Background: an optimization exercise with open tools, aiming at small area and a short achievable clock period. Do not read the settings as production practice. The RTL was checked by simulation tests, not by an equivalence proof against the original design.

File: design/flow/constraint.sdc
create_clock -name core_clock -period 110.0 [get_ports {clk_i}]
set_input_delay 22.0000 -clock core_clock [delete_from_list [all_inputs] [get_ports {clk_i}]]
set_output_delay 22.0000 -clock core_clock [all_outputs]
set_load 0.01 [all_outputs]
File: design/flow/design.v
module md_scheduler #(
    parameter int MULT_LAT = 5,
    parameter int DIV_LAT  = 10,
    parameter int CNT_W    = 4
) (
    input  logic                 clk_i,
    input  logic                 reset_n_i,
    input  logic                 start,
    input  logic [2:0]           mdop,
    input  logic [31:0]          rs_val,
    input  logic [31:0]          rt_val,
    input  logic                 md_use_d,
    output logic                 busy,
    output logic                 done,
    output logic                 stall,
    output logic [31:0]          hi,
    output logic [31:0]          lo
);
    localparam int W = 34;
    localparam logic [16:0] LA = 17'h07FC0;
    logic             busy_q;
    logic [CNT_W-1:0] cnt_q;
    logic             div_q, sgn_q, sx_q;
    logic             issue_ok, op_mult, op_div, op_mthi, op_mtlo, last;
    assign op_mult  = (mdop[2:1] == 2'b00);
    assign op_div   = (mdop[2:1] == 2'b01);
    assign op_mthi  = (mdop == 3'b100);
    assign op_mtlo  = (mdop == 3'b101);
    assign issue_ok = start & ~busy_q;
    assign last     = (cnt_q == '0);
    always_ff @(posedge clk_i or negedge reset_n_i) begin
        if (!reset_n_i) begin
            busy_q <= 1'b0;
            cnt_q  <= '0;
        end else if (busy_q) begin
            if (last) busy_q <= 1'b0;
            cnt_q <= cnt_q - 1'b1;
        end else begin
            busy_q <= start & ~mdop[2];
            cnt_q  <= mdop[1] ? CNT_W'(DIV_LAT - 1) : CNT_W'(MULT_LAT - 1);
        end
    end
    assign busy  = busy_q;
    assign done  = busy_q & last;
    assign stall = md_use_d & (busy_q | (start & ~mdop[2]));
    logic [31:0]  y_q;           
    logic [31:0]  l_q;           
    logic [3:0]   lx_q;          
    logic [W-1:0] h_q;           
    logic         bp_q;          
    logic [31:0]  hi_q, lo_q;
    logic         dstep;         
    logic         ysg;           
    logic [W-1:0] yx;
    logic         dz;            
    assign dstep = div_q & ~last;
    assign ysg   = sgn_q & y_q[31];
    assign yx    = {ysg, ysg, y_q};
    assign dz    = (y_q == 32'd0);
    logic [3:0]   r_one, r_two, r_neg, r_xb;
    logic [W-1:0] r_a [4];
    logic [W-1:0] r_b [4];
    logic [W-1:0] r_s [4];
    logic [8:0]   bw;            
    assign bw = {l_q[7:0], bp_q};
    always_comb begin
        for (int r = 0; r < 4; r++) begin
            logic [2:0] t;
            t = bw[2*r +: 3];
            r_xb[r] = lx_q[3-r];
            if (dstep) begin
                r_one[r] = 1'b1;
                r_two[r] = 1'b0;
                r_neg[r] = dz | ~(((r == 0) ? h_q[W-1] : r_s[(r+3)%4][W-1]) ^ ysg);
            end else if (last) begin
                r_one[r] = ~div_q & ~sgn_q & bp_q;
                r_two[r] = div_q;
                r_neg[r] = div_q & ~(h_q[W-1] ^ ysg);
            end else begin
                r_one[r] = t[1] ^ t[0];
                r_two[r] = (t == 3'b100) | (t == 3'b011);
                r_neg[r] = t[2] & ~(t[1] & t[0]);
            end
        end
    end
    for (genvar r = 0; r < 4; r++) begin : g_row
        logic [W-1:0] prev;
        if (r == 0) begin : g_p0
            assign prev = h_q;
            assign r_a[r] = prev;
        end else begin : g_pn
            assign prev = r_s[r-1];
            assign r_a[r] = dstep ? {prev[W-2:0], r_xb[r]} : {prev[W-1], prev[W-1], prev[W-1:2]};
        end
        for (genvar j = 0; j < W; j++) begin : g_bit
            logic m1, m0;
            assign m1 = yx[j];
            assign m0 = (j == 0) ? 1'b0 : yx[(j == 0) ? 0 : j-1];
            assign r_b[r][j] = ((r_one[r] & m1) | (r_two[r] & m0)) ^ r_neg[r];
        end
        md_add #(.W(W), .LA(LA)) u_add (.a(r_a[r]), .b(r_b[r]), .ci(r_neg[r]), .s(r_s[r]));
    end
    logic zc, zr, take, inc;
    logic [30:0] qinc;
    logic [31:0] cq;
    assign zc   = (r_s[0][W-1:1] == '0);
    assign zr   = (h_q[W-1:1] == '0);
    assign take = ~dz & (zc | (~sx_q & h_q[W-1]) | (sx_q & ~h_q[W-1] & ~zr));
    assign inc  = take & r_neg[0];
    always_comb begin
        logic c;
        c = inc;
        for (int j = 0; j < 31; j++) begin
            qinc[j] = l_q[j] ^ c;
            c       = l_q[j] & c;
        end
    end
    logic s_in;
    assign s_in = op_div & ~mdop[0] & rs_val[31];
    always_ff @(posedge clk_i) begin
        if (!busy_q) begin
            y_q   <= rt_val;
            l_q   <= rs_val;
            lx_q  <= {4{s_in}};
            h_q   <= {W{s_in}};
            bp_q  <= 1'b0;
            div_q <= op_div;
            sgn_q <= ~mdop[0];
            sx_q  <= s_in;
        end else if (dstep) begin
            h_q  <= {r_s[3][W-2:0], l_q[31]};
            lx_q <= l_q[31:28];
            l_q  <= {l_q[27:0], r_neg[0], r_neg[1], r_neg[2], r_neg[3]};
        end else begin
            h_q  <= {r_s[3][W-1], r_s[3][W-1], r_s[3][W-1:2]};
            l_q  <= {r_s[3][1:0], r_s[2][1:0], r_s[1][1:0], r_s[0][1:0], l_q[31:8]};
            bp_q <= l_q[7];
        end
    end
    always_ff @(posedge clk_i or negedge reset_n_i) begin
        if (!reset_n_i) begin
            hi_q <= '0;
            lo_q <= '0;
        end else if (busy_q && last) begin
            hi_q <= ~div_q ? r_s[0][31:0] : take ? r_s[0][32:1] : h_q[32:1];
            lo_q <= div_q ? {qinc, ~take} : l_q;
        end else if (issue_ok && op_mthi) begin
            hi_q <= rs_val;
        end else if (issue_ok && op_mtlo) begin
            lo_q <= rs_val;
        end
    end
    assign hi = hi_q;
    assign lo = lo_q;
endmodule
module md_add #(
    parameter int W = 34,
    parameter logic [W/2-1:0] LA = '0
) (
    input  logic [W-1:0] a,
    input  logic [W-1:0] b,
    input  logic         ci,
    output logic [W-1:0] s
);
    logic [W/2:0] c;
    assign c[0] = ci;
    for (genvar k = 0; k < W/2; k++) begin : g
        logic a0, b0, a1, b1, h0, h1, g0, g1;
        assign a0 = a[2*k];   assign b0 = b[2*k];
        assign a1 = a[2*k+1]; assign b1 = b[2*k+1];
        assign h0 = a0 ^ b0;  assign g0 = a0 & b0;
        assign h1 = a1 ^ b1;  assign g1 = a1 & b1;
        if (LA[k]) begin : g_la
            assign s[2*k]   = h0 ^ c[k];
            assign s[2*k+1] = (h1 ^ g0) ^ (h0 & c[k]);
            assign c[k+1]   = g1 | (h1 & a0 & b0) | ((h1 & h0) & c[k]);
        end else begin : g_fa
            logic cm;
            assign s[2*k]   = h0 ^ c[k];
            assign cm       = g0 | (h0 & c[k]);
            assign s[2*k+1] = h1 ^ cm;
            assign c[k+1]   = g1 | (h1 & cm);
        end
    end
endmodule
File: design/flow/config.mk
export PLATFORM = sky130hd
export DESIGN_NAME = md_scheduler
export DESIGN_NICKNAME = md_scheduler
export VERILOG_FILES = /design/flow/design.v
export SDC_FILE = /design/flow/constraint.sdc
export NUM_CORES = 4
export LEC_CHECK = 0
export ABC_AREA = 1
export CAP_MARGIN = 20
export CORE_MARGIN = 2
export CORE_UTILIZATION = 40
export SLEW_MARGIN = 20
File: design/flow/standard.sh
#!/bin/bash
# synth_recipe.tcl (not shown) runs the flow's synth.tcl, then flattens the netlist and writes it again
# the make line also repeats each setting of config.mk as NAME=value (left out here)
make -C /OpenROAD-flow-scripts/flow DESIGN_CONFIG=/design/flow/config.mk WORK_HOME=/design/flow/orfs CLKGATE_MAP_FILE= SYNTH_SCRIPT=/design/flow/synth_recipe.tcl "${@:-finish}"
File: design/flow/flow/area.abc
strash
&get -n
&deepsyn -T 20
&put
dch -f
amap
topo
stime -c
upsize -c
dnsize -c
File: design/flow/flow/run.sh
#!/bin/bash
set -o pipefail
here=$PWD
{
  sed -n '1p' synth_recipe.tcl
  cat <<T
proc abc {args} {
  set i [lsearch -exact \$args -script]
  if {\$i >= 0} { set args [lreplace \$args [expr {\$i + 1}] [expr {\$i + 1}] $here/flow/area.abc] }
  yosys abc {*}\$args
}
T
  sed -n '2,$p' synth_recipe.tcl
} > synth_area.tcl
sed "s#SYNTH_SCRIPT=[^ ]*#SYNTH_SCRIPT=$here/synth_area.tcl#" standard.sh > standard_area.sh
export BUFFER_PORTS_ARGS="-buffer_cell sky130_fd_sc_hd__buf_1"
export CTS_ARGS="-sink_clustering_enable -repair_clock_nets -dont_use_dummy_load -buf_list sky130_fd_sc_hd__clkbuf_8 -sink_buffer_max_cap_derate 0.5"
bash standard_area.sh finish > standard.log 2>&1
==> flow_metrics.tcl <==
set metrics [dict create \
    reg2reg_to "h_q[33]" \
    finalHoldViolCount 0 \
    warnings_synthesis 6 \
    cts_tree "yes" \
    dpl_cell_area_um2 16000 \
    startpoint_of_the_worst_register_to_register_path "cnt_q[0]" \
    grt_start_max_net_pins 108 \
    worst_clock_skew_ps 39.1 \
    worstHoldStart "cnt_q[0]" \
    drtPass1Iterations 6 \
    outcome "finished clean" \
    cp_launch_type "primary input" \
    final-instance-count-excl-fill 2404 \
    clock_pin_slew_on_the_worst_setup_and_hold_paths_ps 90 \
    critical_path_required_ps 88000 \
    timing.critical_path.arrival_ps 22570 \
    io_buffers 137 \
    wl_mm 56.9 \
    finalSetupViolCount 0 \
    cts.repair.resized 0 \
    synth_edf_count 38 \
    tritoncts_num_sinks 174 \
    post-route-period-util_pct 40.5 \
    ys_ff_latch 174 \
    timing_worst_slew_pin_value_ps 1090 \
    synth.yosys.seq_area_share_pct 28.7 \
    finalMaxSlewViolations 0 \
    fillers 3621 \
    die_area_um2 38200 \
    mappedNetlistArea_um2 14700 \
    postRouteAntennaNets 0 \
    avgSynthCellArea_um2 8.36 \
    timing.final.crit_period_ps 44570 \
    die_y_um 195 \
    timing.critical_path.max_delay_family "buffers and inverters" \
    ctsRootBufferMaster "clkbuf_8" \
    floorplan.rows 70 \
    hold_buffers 0 \
    cts_inserted_buffers 17 \
    routed_via_density 6.27 \
    worst_hold_slack_ps 479 \
    unrepaired_setup_endpoints_after_global_routing "false" \
    fmaxAchievable_ghz 0.0224 \
    min_delay_worst_endpoint "cnt_q[0]" \
    timing.critical_path.to_type "output port" \
    drive_gt1_share_pct 4.91 \
    chipWidth_um 195 \
    antenna-diode-count 0 \
    dpl.hpwl_mm 41.3 \
    r2r_cells 169 \
    synth-async-reset-ratio_pct 39.7 \
    detail_route.iter0.violations 1673 \
    worst_path_setup_slack_after_routing_ps 65430 \
    timing.critical_path.slowest_stage_cell "a21oi_1" \
    critical_path.cell_chain "buf_1, clkinv_1, a21oi_1, nor2b_1, buf_1" \
    groute.usage.overall_pct 29.9 \
    hold_path_depth 1 \
    htree_levels 4 \
    grt_antenna_before_repair 0 \
    grt_remaining_overflow 0 \
    path_common_cell "buf_1" \
    top_level_ports 138 \
    first_global_vias 14400 \
    synth_fp_nets 2026 \
    start_util_pct 40.3 \
    postCtsSetupBuffers 0 \
    skew_pair_late_insertion_delay_ps 510 \
    cts_max_path_buffers 2 \
    fin_area_um2 16200 \
    ys.flop_type "dfrtp_1" \
    max_capacitance_violation_total 0 \
    routed_length_per_placed_instance_um 23.7 \
    timing.critical_path.buf_inv 3 \
    final_gp_congestion 0.964 \
    design.core.area_um2 36300 \
    design.final.nets 2212 \
    pre_cts_slack_ps 65420 \
    crit_path_max_fanout 2 \
    setup.worst_path.class "in -> out" \
    slew_headroom_pct 27.0 \
    slowest_delay_ps 180 \
    setup_total_negative_slack_ps 0 \
    r2r_slack_ps 66240 \
    holdCritPathClass "reg -> reg" \
    post_synth_inst_count 1752 \
    grt_pass1_wl_mm 87.3 \
    dp.cells 2387 \
    detail_route.drc_violations 0 \
    routed-via-count 15100 \
    post_synth_num_cell_types 60 \
    synthToLayoutAreaGrowth_pct 10.9 \
]
## sequential cells by signal (all words and copies together), names as in the netlist
name / count
bp_q: 1
busy_q: 1
cnt_q: 4
div_q: 1
h_q: 34
hi_q: 32
l_q: 32
lo_q: 32
lx_q: 3
sgn_q: 1
sx_q: 1
y_q: 32
## worst max-delay path by stage
stage,end,startpoint,cells past startpoint,slack (ps)
final,stall,mdop[2],5,65430
after global routing,h_q[33],cnt_q[0],169,63290
after CTS,stall,mdop[2],5,65420
after detailed placement,stall,mdop[2],5,65420
after global placement,stall,mdop[2],5,65460
after floorplan,stall,mdop[2],3,65680
## kinds of logic after synthesis
family | Yosys count | share of synthesized area [%]
AND/OR/NAND/NOR | 417 | 11.9
adder cells (fa/ha/maj) | 203 | 20.2
AO/OA/AOI/OAI | 761 | 33.8
flip-flops | 174 | 28.7
buffers and inverters | 196 | 5.36
XOR/XNOR | 1 | 0.0598
## synth_stat cells (3+ instances only)
library cell	n	area [um2]
a21oi_2	4	35.0
o21ai_1	4	20.0
dfxtp_1	67	1340
a221oi_1	7	61.3
o21ai_4	3	48.8
clkinv_1	188	706
nor2_1	202	758
o21bai_2	7	78.8
o21a_1	6	45.0
o22ai_1	280	1750
a41oi_1	4	35.0
a222oi_1	28	280
nand4_1	12	75.1
a22oi_1	34	255
nand2_1	153	574
inv_2	3	11.3
a221o_1	7	70.1
o21ai_0	146	731
ha_1	147	1840
o221ai_1	24	210
or4_1	8	60.1
a211oi_1	4	30.0
o21bai_1	28	210
dfrtp_1	69	1730
nor3_1	12	60.1
nand3_1	9	45.0
fa_1	56	1120
nor2_2	3	18.8
nor2b_1	3	18.8
a22o_1	6	52.6
o31ai_1	3	22.5
o22a_1	3	26.3
a22oi_2	8	100
edfxtp_1	38	1140
a21oi_1	132	661
nor4_1	5	31.3
o211ai_1	4	30.0
o221a_1	4	45.0
a2111oi_0	6	52.6
## per-stage QoR
step	utilization [%]
after floorplan	-
final	44.7
after global routing	44.7
after detailed placement	44.1
after global placement	44.1
after CTS	44.7
## placed cells by master, fill, tap and decap left out, drive strengths merged, types with 10 or more instances in the layout
cell	n
o22ai	281
nor2	207
clkinv	187
buf	166
nand2	153
o21ai	153
ha	147
a21oi	136
dfrtp	69
dfxtp	67
fa	56
a22oi	42
edfxtp	38
o21bai	35
a222oi	28
o221ai	24
clkbuf	18
nor3	13
nand4	12
nand3	10
## worst register-to-register path, delay by kind of cell, from the launching register on
kind            cells  cell delay (ps)
fa+ha+maj          57            25580
xor+xnor            1              170
compound gates     90            14050
flops               1              400
buf+inv            10             1800
simple gates       11             1740
## final cells by class
| type | count | area [um2] | area share [%] |
|---|---|---|---|
| Timing Repair Buffer | 167 | 756 | 4.65 |
| Tap cell | 468 | 586 | 3.60 |
| Clock buffer | 17 | 234 | 1.44 |
| Inverter | 196 | 786 | 4.84 |
| Multi-Input combinational cell | 1382 | 9680 | 59.6 |
| Sequential cell | 174 | 4210 | 25.9 |
## routing by layer
layer | track usage [%] | share of wire [%] | vias to the layer above
li1 | - | - | 7078
met1 | 40.0 | 42 | 7096
met2 | 47.3 | 45 | 766
met3 | 4.91 | 8.2 | 132
met4 | 13.8 | 4.1 | 0
met5 | 0 | 0 | -

==> separate check: timing with driven ports <==
The results above use ideal ports. As a check the final layout listed here was re-extracted and re-timed, cells and wires unchanged. Step 1, drivers: a clkbuf_16 drives clk_i and a buf_2 each remaining input, both assumed. Step 2 also shifts input and output timing later by t, the mid clock arrival at the registers, as if the neighbouring blocks saw the same clock. a / b / c = ideal ports / drivers / drivers and shift; a / b = the first two.
t (ns): 0.540
setup slack, ns: 65.427 / 65.404 / 65.404
clock arrival spread, ns: 0.039 / 0.039
After both steps this run still meets setup and hold. The setup slack of this run moves by -0.023 ns with the drivers and by -0.023 ns with both steps.
